Background: an optimization exercise with open tools, aiming at small area, a short achievable clock period and few clock cycles per item. Do not read the settings as production practice. RTL that was checked went through simulation tests only; none was proved equivalent to the original.

==> run a: inputs <==
==> flow/design.v <==
module muldiv_seq #(
    parameter int XLEN = 64
) (
    input  logic            clk,
    input  logic            reset,
    input  logic            start_i,
    input  logic [3:0]      op_i,
    input  logic [XLEN-1:0] a_i,
    input  logic [XLEN-1:0] b_i,
    input  logic            flush_i,
    input  logic            ack_i,
    output logic            busy_o,
    output logic            stall_o,
    output logic            done_o,
    output logic [XLEN-1:0] result_o,
    output logic [1:0]      dbg_state_o
);
    logic busy_q, done_q;
    logic ph_mul_q, ph_prep_q, ph_div_q, ph_fix_q;
    logic w_q, rem_q, sa_q, sb_q, negres_q;
    logic b1one_q, b1two_q, b1neg_q, b2one_q, b2two_q, b2neg_q;
    logic cx_q, asel_y_q, aselz_q, ainv_q;
    logic [6:0]  jd_q;
    logic [5:0]  cnt_q, sh;
    logic [64:0] r_q;    
    logic [64:0] x_q;    
    logic [63:0] y_q;    
    function automatic logic [64:0] wsext(input logic w, input logic [64:0] v);
        wsext = w ? {{33{v[31]}}, v[31:0]} : v;
    endfunction
    function automatic logic [6:0] lzc64(input logic [63:0] v);
        logic [31:0][1:0] c1;
        logic [15:0][2:0] c2;
        logic [7:0][3:0]  c3;
        logic [3:0][4:0]  c4;
        logic [1:0][5:0]  c5;
        for (int i = 0; i < 32; i++)
            c1[i] = v[2*i+1] ? 2'd0 : (v[2*i] ? 2'd1 : 2'd2);
        for (int i = 0; i < 16; i++)
            c2[i] = c1[2*i+1][1] ? {c1[2*i][1], ~c1[2*i][1], c1[2*i][0]}
                                 : {1'b0, c1[2*i+1]};
        for (int i = 0; i < 8; i++)
            c3[i] = c2[2*i+1][2] ? {c2[2*i][2], ~c2[2*i][2], c2[2*i][1:0]}
                                 : {1'b0, c2[2*i+1]};
        for (int i = 0; i < 4; i++)
            c4[i] = c3[2*i+1][3] ? {c3[2*i][3], ~c3[2*i][3], c3[2*i][2:0]}
                                 : {1'b0, c3[2*i+1]};
        for (int i = 0; i < 2; i++)
            c5[i] = c4[2*i+1][4] ? {c4[2*i][4], ~c4[2*i][4], c4[2*i][3:0]}
                                 : {1'b0, c4[2*i+1]};
        lzc64 = c5[1][5] ? {c5[0][5], ~c5[0][5], c5[0][4:0]} : {1'b0, c5[1]};
    endfunction
    function automatic logic [2:0] booth(input logic hi, input logic lo, input logic prev);
        booth = {lo ^ prev,
                 (hi & ~lo & ~prev) | (~hi & lo & prev),
                 hi & ~(lo & prev)};
    endfunction
    logic accept, working;
    logic d_mul, d_w, d_sgn, d_rem, d_legal, d_sx;
    logic [63:0] a_ext, b_ext, ymul, xmul;
    logic [6:0]  ca, cb, cbr;
    logic [7:0]  jdiff;
    logic        swap, d_sa, d_sb, d_bzero, d_early;
    logic [7:0]  ga, gb, ta, tb, tas;
    logic [2:0]  d_bt1, d_bt2;
    always_comb begin
        accept  = !busy_q && start_i && !flush_i;
        working = busy_q && !done_q;
        d_mul   = (op_i == 4'd0) || (op_i == 4'd1);
        d_w     = (op_i == 4'd1) || (op_i == 4'd6) || (op_i == 4'd7) ||
                  (op_i == 4'd8) || (op_i == 4'd9);
        d_sgn   = (op_i == 4'd2) || (op_i == 4'd4) || (op_i == 4'd6) || (op_i == 4'd8);
        d_rem   = (op_i == 4'd4) || (op_i == 4'd5) || (op_i == 4'd8) || (op_i == 4'd9);
        d_legal = (op_i <= 4'd9);
        d_sx    = d_sgn || d_mul;
        a_ext   = d_w ? {{32{d_sx & a_i[31]}}, a_i[31:0]} : a_i;
        b_ext   = d_w ? {{32{d_sx & b_i[31]}}, b_i[31:0]} : b_i;
        d_sa    = d_sgn & a_ext[63];
        d_sb    = d_sgn & b_ext[63];
        ca    = lzc64(a_ext ^ {64{d_sx & a_ext[63]}});
        cbr   = lzc64(b_ext ^ {64{d_sx & b_ext[63]}});
        cb    = cbr[6] ? 7'd63 : cbr;
        for (int k = 0; k < 8; k++) begin
            ga[k] = (a_ext[8*k +: 8] == {8{d_sx & a_ext[63]}});
            gb[k] = (b_ext[8*k +: 8] == {8{d_sx & b_ext[63]}});
        end
        ta[7] = ga[7];
        tb[7] = gb[7];
        for (int k = 6; k >= 0; k--) begin
            ta[k] = ta[k+1] & ga[k];
            tb[k] = tb[k+1] & gb[k];
        end
        swap  = |(tb & ~ta);
        jdiff   = {2'b00, cb[5:0]} + {7'd0, d_sa} - {1'b0, ca};
        d_bzero = (b_ext == 64'd0);
        tas[0] = ta[0] & ~d_sa;
        for (int k = 1; k < 8; k++)
            tas[k] = ta[k] & (~d_sa | a_ext[8*k-1]);
        d_early = |(tas & ~tb) | d_bzero;
        ymul  = (d_mul && swap) ? b_ext : a_ext;
        xmul  = swap ? a_ext : b_ext;
        d_bt1 = booth(ymul[1], ymul[0], 1'b0);
        d_bt2 = booth(ymul[3], ymul[2], ymul[1]);
    end
    logic [65:0] op_a, sel1, sel2, op1, op2, cs_s, cs_c, sum;
    logic [65:0] x66;
    always_comb begin
        x66  = {x_q[64], x_q};
        op_a = (aselz_q ? 66'd0 : (asel_y_q ? {2'b00, y_q} : {r_q[64], r_q}))
               ^ {66{ainv_q}};
        sel1 = b1one_q ? x66 : (b1two_q ? {x66[64:0], 1'b0} : 66'd0);
        sel2 = b2one_q ? {x66[63:0], 2'b00} : (b2two_q ? {x66[62:0], 3'b000} : 66'd0);
        op1  = sel1 ^ {66{b1neg_q}};
        op2  = sel2 ^ {66{b2neg_q}};
        cs_s = op_a ^ op1 ^ op2;
        cs_c = {((op_a & op1) | (op_a & op2) | (op1 & op2)), b1neg_q};
        sum  = cs_s + cs_c[65:0] + {65'd0, b2neg_q | cx_q};
    end
    logic mul_last, div_last, rneg, wfin;
    logic [2:0] n_bt1, n_bt2;
    always_comb begin
        mul_last = (&y_q[63:3]) | ~(|y_q[63:3]);
        div_last = (cnt_q == 6'd0);
        rneg     = sum[64];
        n_bt1    = booth(y_q[5], y_q[4], y_q[3]);
        n_bt2    = booth(y_q[7], y_q[6], y_q[5]);
        sh       = jd_q[6] ? 6'd0 : jd_q[5:0];
        wfin     = w_q & (ph_fix_q | (ph_mul_q & mul_last) | (ph_div_q & rem_q & div_last));
    end
    always_ff @(posedge clk) begin
        if (!reset) begin
            busy_q    <= 1'b0;
            done_q    <= 1'b0;
            ph_mul_q  <= 1'b0;
            ph_prep_q <= 1'b0;
            ph_div_q  <= 1'b0;
            ph_fix_q  <= 1'b0;
        end else if (accept) begin
            busy_q    <= 1'b1;
            done_q    <= !d_legal;
            ph_mul_q  <= d_legal && d_mul;
            ph_prep_q <= d_legal && !d_mul && !d_early;
            ph_div_q  <= 1'b0;
            ph_fix_q  <= d_legal && !d_mul && d_early;
        end else if (working && flush_i) begin
            busy_q    <= 1'b0;
            ph_mul_q  <= 1'b0;
            ph_prep_q <= 1'b0;
            ph_div_q  <= 1'b0;
            ph_fix_q  <= 1'b0;
        end else if (done_q) begin
            if (ack_i || flush_i) begin
                busy_q <= 1'b0;
                done_q <= 1'b0;
            end
        end else begin
            if (ph_mul_q && mul_last) begin
                ph_mul_q <= 1'b0;
                done_q   <= 1'b1;
            end
            if (ph_prep_q) begin
                ph_prep_q <= 1'b0;
                ph_div_q  <= 1'b1;
            end
            if (ph_div_q && div_last) begin
                ph_div_q <= 1'b0;
                if (!rem_q || rneg || negres_q) ph_fix_q <= 1'b1;
                else done_q <= 1'b1;
            end
            if (ph_fix_q) begin
                ph_fix_q <= 1'b0;
                done_q   <= 1'b1;
            end
        end
    end
    always_ff @(posedge clk) begin
        if (accept) begin
            w_q      <= d_w;
            rem_q    <= d_rem;
            sa_q     <= d_sa;
            sb_q     <= d_sb;
            negres_q <= d_rem ? d_sa : (d_sa ^ d_sb);
            jd_q     <= d_mul ? 7'd4 : {jdiff[7], jdiff[5:0]};   
            r_q      <= 65'd0;
            x_q      <= d_mul ? {xmul[63], xmul} : {d_sb, b_ext};
            y_q      <= ymul;
            {b1one_q, b1two_q, b1neg_q} <= d_mul ? d_bt1 : 3'b000;
            {b2one_q, b2two_q, b2neg_q} <= d_mul ? d_bt2 : 3'b000;
            cx_q     <= !d_mul && !d_early && d_sa;
            ainv_q   <= !d_mul && (d_early ? (!d_rem && d_bzero) : d_sa);
            aselz_q  <= !d_mul && d_early && !d_rem;
            asel_y_q <= !d_mul;
        end else begin
            if (ph_mul_q)       y_q <= {{4{y_q[63]}}, y_q[63:4]};
            else if (ph_prep_q) y_q <= 64'd0;
            else                y_q <= {y_q[62:0], ~rneg};
        end
        if (!accept && working) begin
            r_q <= wsext(wfin, {sum[64] & ~ph_prep_q, sum[63:0]});
            if (ph_mul_q) begin
                x_q <= x_q << sh;
                {b1one_q, b1two_q, b1neg_q} <= n_bt1;
                {b2one_q, b2two_q, b2neg_q} <= n_bt2;
            end
            if (ph_prep_q) begin
                asel_y_q <= 1'b0;
                x_q     <= x_q << sh;
                cnt_q   <= sh;
                b1one_q <= 1'b1;
                b1neg_q <= ~sb_q;
                cx_q    <= 1'b0;
                ainv_q  <= 1'b0;
            end
            if (ph_div_q) begin
                if (!div_last) begin
                    x_q     <= {x_q[64], x_q[64:1]};
                    cnt_q   <= cnt_q - 6'd1;
                    b1neg_q <= ~rneg ^ sb_q;
                end else begin
                    asel_y_q <= !rem_q;
                    ainv_q   <= negres_q;
                    cx_q     <= negres_q;
                    b1one_q  <= rem_q && rneg;
                    b1neg_q  <= rem_q && rneg && (negres_q ^ sb_q);
                end
            end
        end
    end
    always_comb begin
        busy_o      = busy_q;
        done_o      = done_q;
        stall_o     = accept || working;
        result_o    = r_q[63:0];
        dbg_state_o = {done_q, working};
    end
endmodule
==> flow/run.sh <==
#!/bin/bash
# synth_recipe.tcl (not shown) runs the flow's synth.tcl, then flattens the netlist and writes it again
# the make line also repeats each setting of config.mk as NAME=value (left out here)
make -C /OpenROAD-flow-scripts/flow DESIGN_CONFIG=/design/flow/config.mk WORK_HOME=/design/flow/orfs CLKGATE_MAP_FILE= SYNTH_SCRIPT=/design/flow/synth_recipe.tcl finish
==> flow/config.mk <==
export PLATFORM = sky130hd
export DESIGN_NAME = muldiv_seq
export DESIGN_NICKNAME = muldiv_seq
export VERILOG_FILES = /design/flow/design.v
export SDC_FILE = /design/flow/constraint.sdc
export NUM_CORES = 4
export LEC_CHECK = 0
export CAP_MARGIN = 20
export CORE_MARGIN = 2
export CORE_UTILIZATION = 40
export SETUP_SLACK_MARGIN = 1.5
export SLEW_MARGIN = 20
==> flow/constraint.sdc <==
create_clock -name core_clock -period 7.0 [get_ports {clk}]
set_input_delay 1.4000 -clock core_clock [delete_from_list [all_inputs] [get_ports {clk}]]
set_output_delay 1.4000 -clock core_clock [all_outputs]
set_load 0.01 [all_outputs]
==> inputs of run b, as changes to run a <==
==> flow/design.v, changed modules only <==
module muldiv_seq #(
    parameter int XLEN = 64
) (
    input  logic            clk,
    input  logic            reset,
    input  logic            start_i,
    input  logic [3:0]      op_i,
    input  logic [XLEN-1:0] a_i,
    input  logic [XLEN-1:0] b_i,
    input  logic            flush_i,
    input  logic            ack_i,
    output logic            busy_o,
    output logic            stall_o,
    output logic            done_o,
    output logic [XLEN-1:0] result_o,
    output logic [1:0]      dbg_state_o
);
    logic busy_q, done_q;
    logic ph_mul_q, ph_prep_q, ph_div_q, ph_fix_q;
    logic w_q, rem_q, sa_q, sb_q, negres_q;
    logic b1one_q, b1two_q, b1neg_q, b2one_q, b2two_q, b2neg_q;
    logic cx_q, asel_y_q, ainv_q;
    logic [6:0]  ca_q;
    logic [5:0]  cb_q;
    logic [7:0]  jd;
    logic [5:0]  cnt_q, sh;
    logic [64:0] r_q;    
    logic [64:0] x_q;    
    logic [63:0] y_q;    
    function automatic logic [64:0] wsext(input logic w, input logic [64:0] v);
        wsext = w ? {{33{v[31]}}, v[31:0]} : v;
    endfunction
    function automatic logic [6:0] lzc64(input logic [63:0] v);
        logic [31:0][1:0] c1;
        logic [15:0][2:0] c2;
        logic [7:0][3:0]  c3;
        logic [3:0][4:0]  c4;
        logic [1:0][5:0]  c5;
        for (int i = 0; i < 32; i++)
            c1[i] = v[2*i+1] ? 2'd0 : (v[2*i] ? 2'd1 : 2'd2);
        for (int i = 0; i < 16; i++)
            c2[i] = c1[2*i+1][1] ? {c1[2*i][1], ~c1[2*i][1], c1[2*i][0]}
                                 : {1'b0, c1[2*i+1]};
        for (int i = 0; i < 8; i++)
            c3[i] = c2[2*i+1][2] ? {c2[2*i][2], ~c2[2*i][2], c2[2*i][1:0]}
                                 : {1'b0, c2[2*i+1]};
        for (int i = 0; i < 4; i++)
            c4[i] = c3[2*i+1][3] ? {c3[2*i][3], ~c3[2*i][3], c3[2*i][2:0]}
                                 : {1'b0, c3[2*i+1]};
        for (int i = 0; i < 2; i++)
            c5[i] = c4[2*i+1][4] ? {c4[2*i][4], ~c4[2*i][4], c4[2*i][3:0]}
                                 : {1'b0, c4[2*i+1]};
        lzc64 = c5[1][5] ? {c5[0][5], ~c5[0][5], c5[0][4:0]} : {1'b0, c5[1]};
    endfunction
    function automatic logic [2:0] booth(input logic hi, input logic lo, input logic prev);
        booth = {lo ^ prev,
                 (hi & ~lo & ~prev) | (~hi & lo & prev),
                 hi & ~(lo & prev)};
    endfunction
    logic accept, working;
    logic d_mul, d_w, d_sgn, d_rem, d_legal, d_sx;
    logic [63:0] a_ext, b_ext, ymul, xmul;
    logic [6:0]  ca, cb, cbr;
    logic        swap, d_sa, d_sb, d_bzero, d_early;
    logic [7:0]  ga, gb, ta, tb, tas;
    logic [7:0]  za, zb, ea63, eb63, ea31, eb31;
    logic [2:0]  d_bt1, d_bt2;
    always_comb begin
        accept  = !busy_q && start_i && !flush_i;
        working = busy_q && !done_q;
        d_mul   = (op_i == 4'd0) || (op_i == 4'd1);
        d_w     = (op_i == 4'd1) || (op_i == 4'd6) || (op_i == 4'd7) ||
                  (op_i == 4'd8) || (op_i == 4'd9);
        d_sgn   = (op_i == 4'd2) || (op_i == 4'd4) || (op_i == 4'd6) || (op_i == 4'd8);
        d_rem   = (op_i == 4'd4) || (op_i == 4'd5) || (op_i == 4'd8) || (op_i == 4'd9);
        d_legal = (op_i <= 4'd9);
        d_sx    = d_sgn || d_mul;
        a_ext   = d_w ? {{32{d_sx & a_i[31]}}, a_i[31:0]} : a_i;
        b_ext   = d_w ? {{32{d_sx & b_i[31]}}, b_i[31:0]} : b_i;
        d_sa    = d_sgn & (d_w ? a_i[31] : a_i[63]);
        d_sb    = d_sgn & (d_w ? b_i[31] : b_i[63]);
        ca    = lzc64(a_ext ^ {64{d_sx & a_ext[63]}});
        cbr   = lzc64(b_ext ^ {64{d_sx & b_ext[63]}});
        cb    = cbr[6] ? 7'd63 : cbr;
        for (int k = 0; k < 8; k++) begin
            za[k]   = (a_i[8*k +: 8] == 8'd0);
            zb[k]   = (b_i[8*k +: 8] == 8'd0);
            ea63[k] = (a_i[8*k +: 8] == {8{a_i[63]}});
            eb63[k] = (b_i[8*k +: 8] == {8{b_i[63]}});
            ea31[k] = (a_i[8*k +: 8] == {8{a_i[31]}});
            eb31[k] = (b_i[8*k +: 8] == {8{b_i[31]}});
            if (k >= 4) begin
                ga[k] = d_w || (d_sx ? ea63[k] : za[k]);
                gb[k] = d_w || (d_sx ? eb63[k] : zb[k]);
            end else begin
                ga[k] = d_sx ? (d_w ? ea31[k] : ea63[k]) : za[k];
                gb[k] = d_sx ? (d_w ? eb31[k] : eb63[k]) : zb[k];
            end
        end
        ta[7] = ga[7];
        tb[7] = gb[7];
        for (int k = 6; k >= 0; k--) begin
            ta[k] = ta[k+1] & ga[k];
            tb[k] = tb[k+1] & gb[k];
        end
        swap  = |(tb & ~ta);
        d_bzero = (&zb[3:0]) & (d_w | (&zb[7:4]));
        tas[0] = ta[0] & ~d_sa;
        for (int k = 1; k < 8; k++)
            tas[k] = ta[k] & (~d_sa | a_i[8*k-1] | (d_w && k >= 5));
        d_early = |(tas & ~tb);
        ymul  = (d_mul && swap) ? b_ext : a_ext;
        xmul  = swap ? a_ext : b_ext;
        d_bt1 = booth(ymul[1], ymul[0], 1'b0);
        d_bt2 = booth(ymul[3], ymul[2], ymul[1]);
    end
    logic [65:0] op_a, sel1, sel2, op1, op2, cs_s, cs_c, sum;
    logic [65:0] x66;
    always_comb begin
        x66  = {x_q[64], x_q};
        op_a = (asel_y_q ? {2'b00, y_q} : {r_q[64], r_q})
               ^ {66{ainv_q}};
        sel1 = b1one_q ? x66 : (b1two_q ? {x66[64:0], 1'b0} : 66'd0);
        sel2 = b2one_q ? {x66[63:0], 2'b00} : (b2two_q ? {x66[62:0], 3'b000} : 66'd0);
        op1  = sel1 ^ {66{b1neg_q}};
        op2  = sel2 ^ {66{b2neg_q}};
        cs_s = op_a ^ op1 ^ op2;
        cs_c = {((op_a & op1) | (op_a & op2) | (op1 & op2)), b1neg_q};
        sum  = cs_s + cs_c[65:0] + {65'd0, b2neg_q | cx_q};
    end
    logic mul_last, div_last, rneg, wfin;
    logic [2:0] n_bt1, n_bt2;
    always_comb begin
        mul_last = (&y_q[63:3]) | ~(|y_q[63:3]);
        div_last = (cnt_q == 6'd0);
        rneg     = sum[64];
        n_bt1    = booth(y_q[5], y_q[4], y_q[3]);
        n_bt2    = booth(y_q[7], y_q[6], y_q[5]);
        jd       = {2'b00, cb_q} + {7'd0, sa_q} - {1'b0, ca_q};
        sh       = jd[7] ? 6'd0 : jd[5:0];
        wfin     = w_q & (ph_fix_q | (ph_mul_q & mul_last) | (ph_div_q & rem_q & div_last));
    end
    always_ff @(posedge clk) begin
        if (!reset) begin
            busy_q    <= 1'b0;
            done_q    <= 1'b0;
            ph_mul_q  <= 1'b0;
            ph_prep_q <= 1'b0;
            ph_div_q  <= 1'b0;
            ph_fix_q  <= 1'b0;
        end else if (accept) begin
            busy_q    <= 1'b1;
            done_q    <= !d_legal;
            ph_mul_q  <= d_legal && d_mul;
            ph_prep_q <= d_legal && !d_mul && !d_early;
            ph_div_q  <= 1'b0;
            ph_fix_q  <= d_legal && !d_mul && d_early;
        end else if (working && flush_i) begin
            busy_q    <= 1'b0;
            ph_mul_q  <= 1'b0;
            ph_prep_q <= 1'b0;
            ph_div_q  <= 1'b0;
            ph_fix_q  <= 1'b0;
        end else if (done_q) begin
            if (ack_i || flush_i) begin
                busy_q <= 1'b0;
                done_q <= 1'b0;
            end
        end else begin
            if (ph_mul_q && mul_last) begin
                ph_mul_q <= 1'b0;
                done_q   <= 1'b1;
            end
            if (ph_prep_q) begin
                ph_prep_q <= 1'b0;
                ph_div_q  <= 1'b1;
            end
            if (ph_div_q && div_last) begin
                ph_div_q <= 1'b0;
                if (!rem_q || rneg || negres_q) ph_fix_q <= 1'b1;
                else done_q <= 1'b1;
            end
            if (ph_fix_q) begin
                ph_fix_q <= 1'b0;
                done_q   <= 1'b1;
            end
        end
    end
    always_ff @(posedge clk) begin
        if (accept) begin
            w_q      <= d_w;
            rem_q    <= d_rem;
            sa_q     <= d_sa;
            sb_q     <= d_sb;
            negres_q <= d_rem ? d_sa : (d_sa ^ d_sb) & !d_bzero;
            ca_q     <= d_mul ? 7'd0 : (d_bzero ? {6'd0, d_sa} : ca);
            cb_q     <= d_mul ? 6'd4 : (d_bzero ? 6'd63 : cb[5:0]);
            r_q      <= 65'd0;
            x_q      <= d_mul ? {xmul[63], xmul} : {d_sb, b_ext};
            y_q      <= ymul;
            {b1one_q, b1two_q, b1neg_q} <= d_mul ? d_bt1 : 3'b000;
            {b2one_q, b2two_q, b2neg_q} <= d_mul ? d_bt2 : 3'b000;
            cx_q     <= !d_mul && !d_early && d_sa;
            ainv_q   <= !d_mul && !d_early && d_sa;
            asel_y_q <= !d_mul && !(d_early && !d_rem);
        end else begin
            if (ph_mul_q)       y_q <= {{4{y_q[63]}}, y_q[63:4]};
            else if (ph_prep_q) y_q <= 64'd0;
            else                y_q <= {y_q[62:0], ~rneg};
        end
        if (!accept && working) begin
            r_q <= wsext(wfin, {sum[64] & ~ph_prep_q, sum[63:0]});
            if (ph_mul_q) begin
                x_q <= x_q << sh;
                {b1one_q, b1two_q, b1neg_q} <= n_bt1;
                {b2one_q, b2two_q, b2neg_q} <= n_bt2;
            end
            if (ph_prep_q) begin
                asel_y_q <= 1'b0;
                x_q     <= x_q << sh;
                cnt_q   <= sh;
                b1one_q <= 1'b1;
                b1neg_q <= ~sb_q;
                cx_q    <= 1'b0;
                ainv_q  <= 1'b0;
            end
            if (ph_div_q) begin
                if (!div_last) begin
                    x_q     <= {x_q[64], x_q[64:1]};
                    cnt_q   <= cnt_q - 6'd1;
                    b1neg_q <= ~rneg ^ sb_q;
                end else begin
                    asel_y_q <= !rem_q;
                    ainv_q   <= negres_q;
                    cx_q     <= negres_q;
                    b1one_q  <= rem_q && rneg;
                    b1neg_q  <= rem_q && rneg && (negres_q ^ sb_q);
                end
            end
        end
    end
    always_comb begin
        busy_o      = busy_q;
        done_o      = done_q;
        stall_o     = accept || working;
        result_o    = r_q[63:0];
        dbg_state_o = {done_q, working};
    end
endmodule
Settings changed: SETUP_SLACK_MARGIN 1.5 to 2.5, TNS_END_PERCENT set to 10.
==> comparison table <==
Status: run a timing/DRC/antenna clean; run b timing/DRC/antenna clean
P&R area growth vs syn: run a 19.37%; run b 19.77%
Area of the core: run a 0.07582 mm²; run b 0.07595 mm²
CTS sink cnt: run a 227; run b 233
Clock insertion delay at the later pin of the skew report: run a 0.60 ns; run b 0.63 ns
Fraction of synthesized area in multiplexers: run a 0.1025; run b 0.09757
Fraction of the mapped netlist area in adder cells: run a 0.07775; run b 0.07905
Synthesized instance count: run a 4151; run b 4087
Fraction of synthesized cell area taken by the top area cell type: run a 0.1010; run b 0.09249
Timing startpoint of the critical path: run a a_i[63]; run b x_q[1]
Hold Path End: run a y_q[2]; run b b2two_q
Cell depth of the worst flop-to-flop path: run a 21; run b 18
Simple-gate portion of the synthesized area: run a 0.1795; run b 0.1715
Post-Route WL: run a 136000 µm; run b 150700 µm
Final weighted congestion in routability-driven placement: run a 1.067; run b 1.021
X dimension of the die: run a 280.6 µm; run b 281.2 µm
Buffer count excluding the clock tree in the final layout: run a 489; run b 423
Number of clock buffers in the layout: run a 46; run b 40
Testbench counts of run b, summed over its fixed seeds: cycles 17,527, ops 1,920.
For run a, only the layout was checked, not whether the RTL still works.

==> port drivers added, routing unchanged <==
How much do the figures lean on ideal ports? The routed layouts below were timed once more, with nothing changed but the port constraints. Step 1 (the two cells are an assumption about what drives the block):
set clk [get_ports {clk}]
set_driving_cell -lib_cell sky130_fd_sc_hd__clkbuf_16 $clk
set_driving_cell -lib_cell sky130_fd_sc_hd__buf_2 [delete_from_list [all_inputs] $clk]
Step 2 adds t to the input delays and takes it off the output delays; t is the mean of the earliest and latest rising clock arrival at the registers after step 1. Input paths then give back, and output paths get back, about the clock's delay inside the block. Slacks: ideal ports / drivers / drivers and shift; pairs: ideal ports / drivers.
| run | t (ns) | setup slack, ns | worst setup path after step 2 | worst register clock-pin slew, ns |
|---|---|---|---|---|
| run a | 0.653 | 1.615 / 1.640 / 0.988 | input to register | 0.07 / 0.07 |
| run b | 0.677 | 2.301 / 2.301 / 1.818 | input to register | 0.07 / 0.07 |
After both steps setup and hold are still met in every run listed. For run a, which loses most, drivers alone change the setup slack by +0.025 ns; drivers and shift together by -0.627 ns.
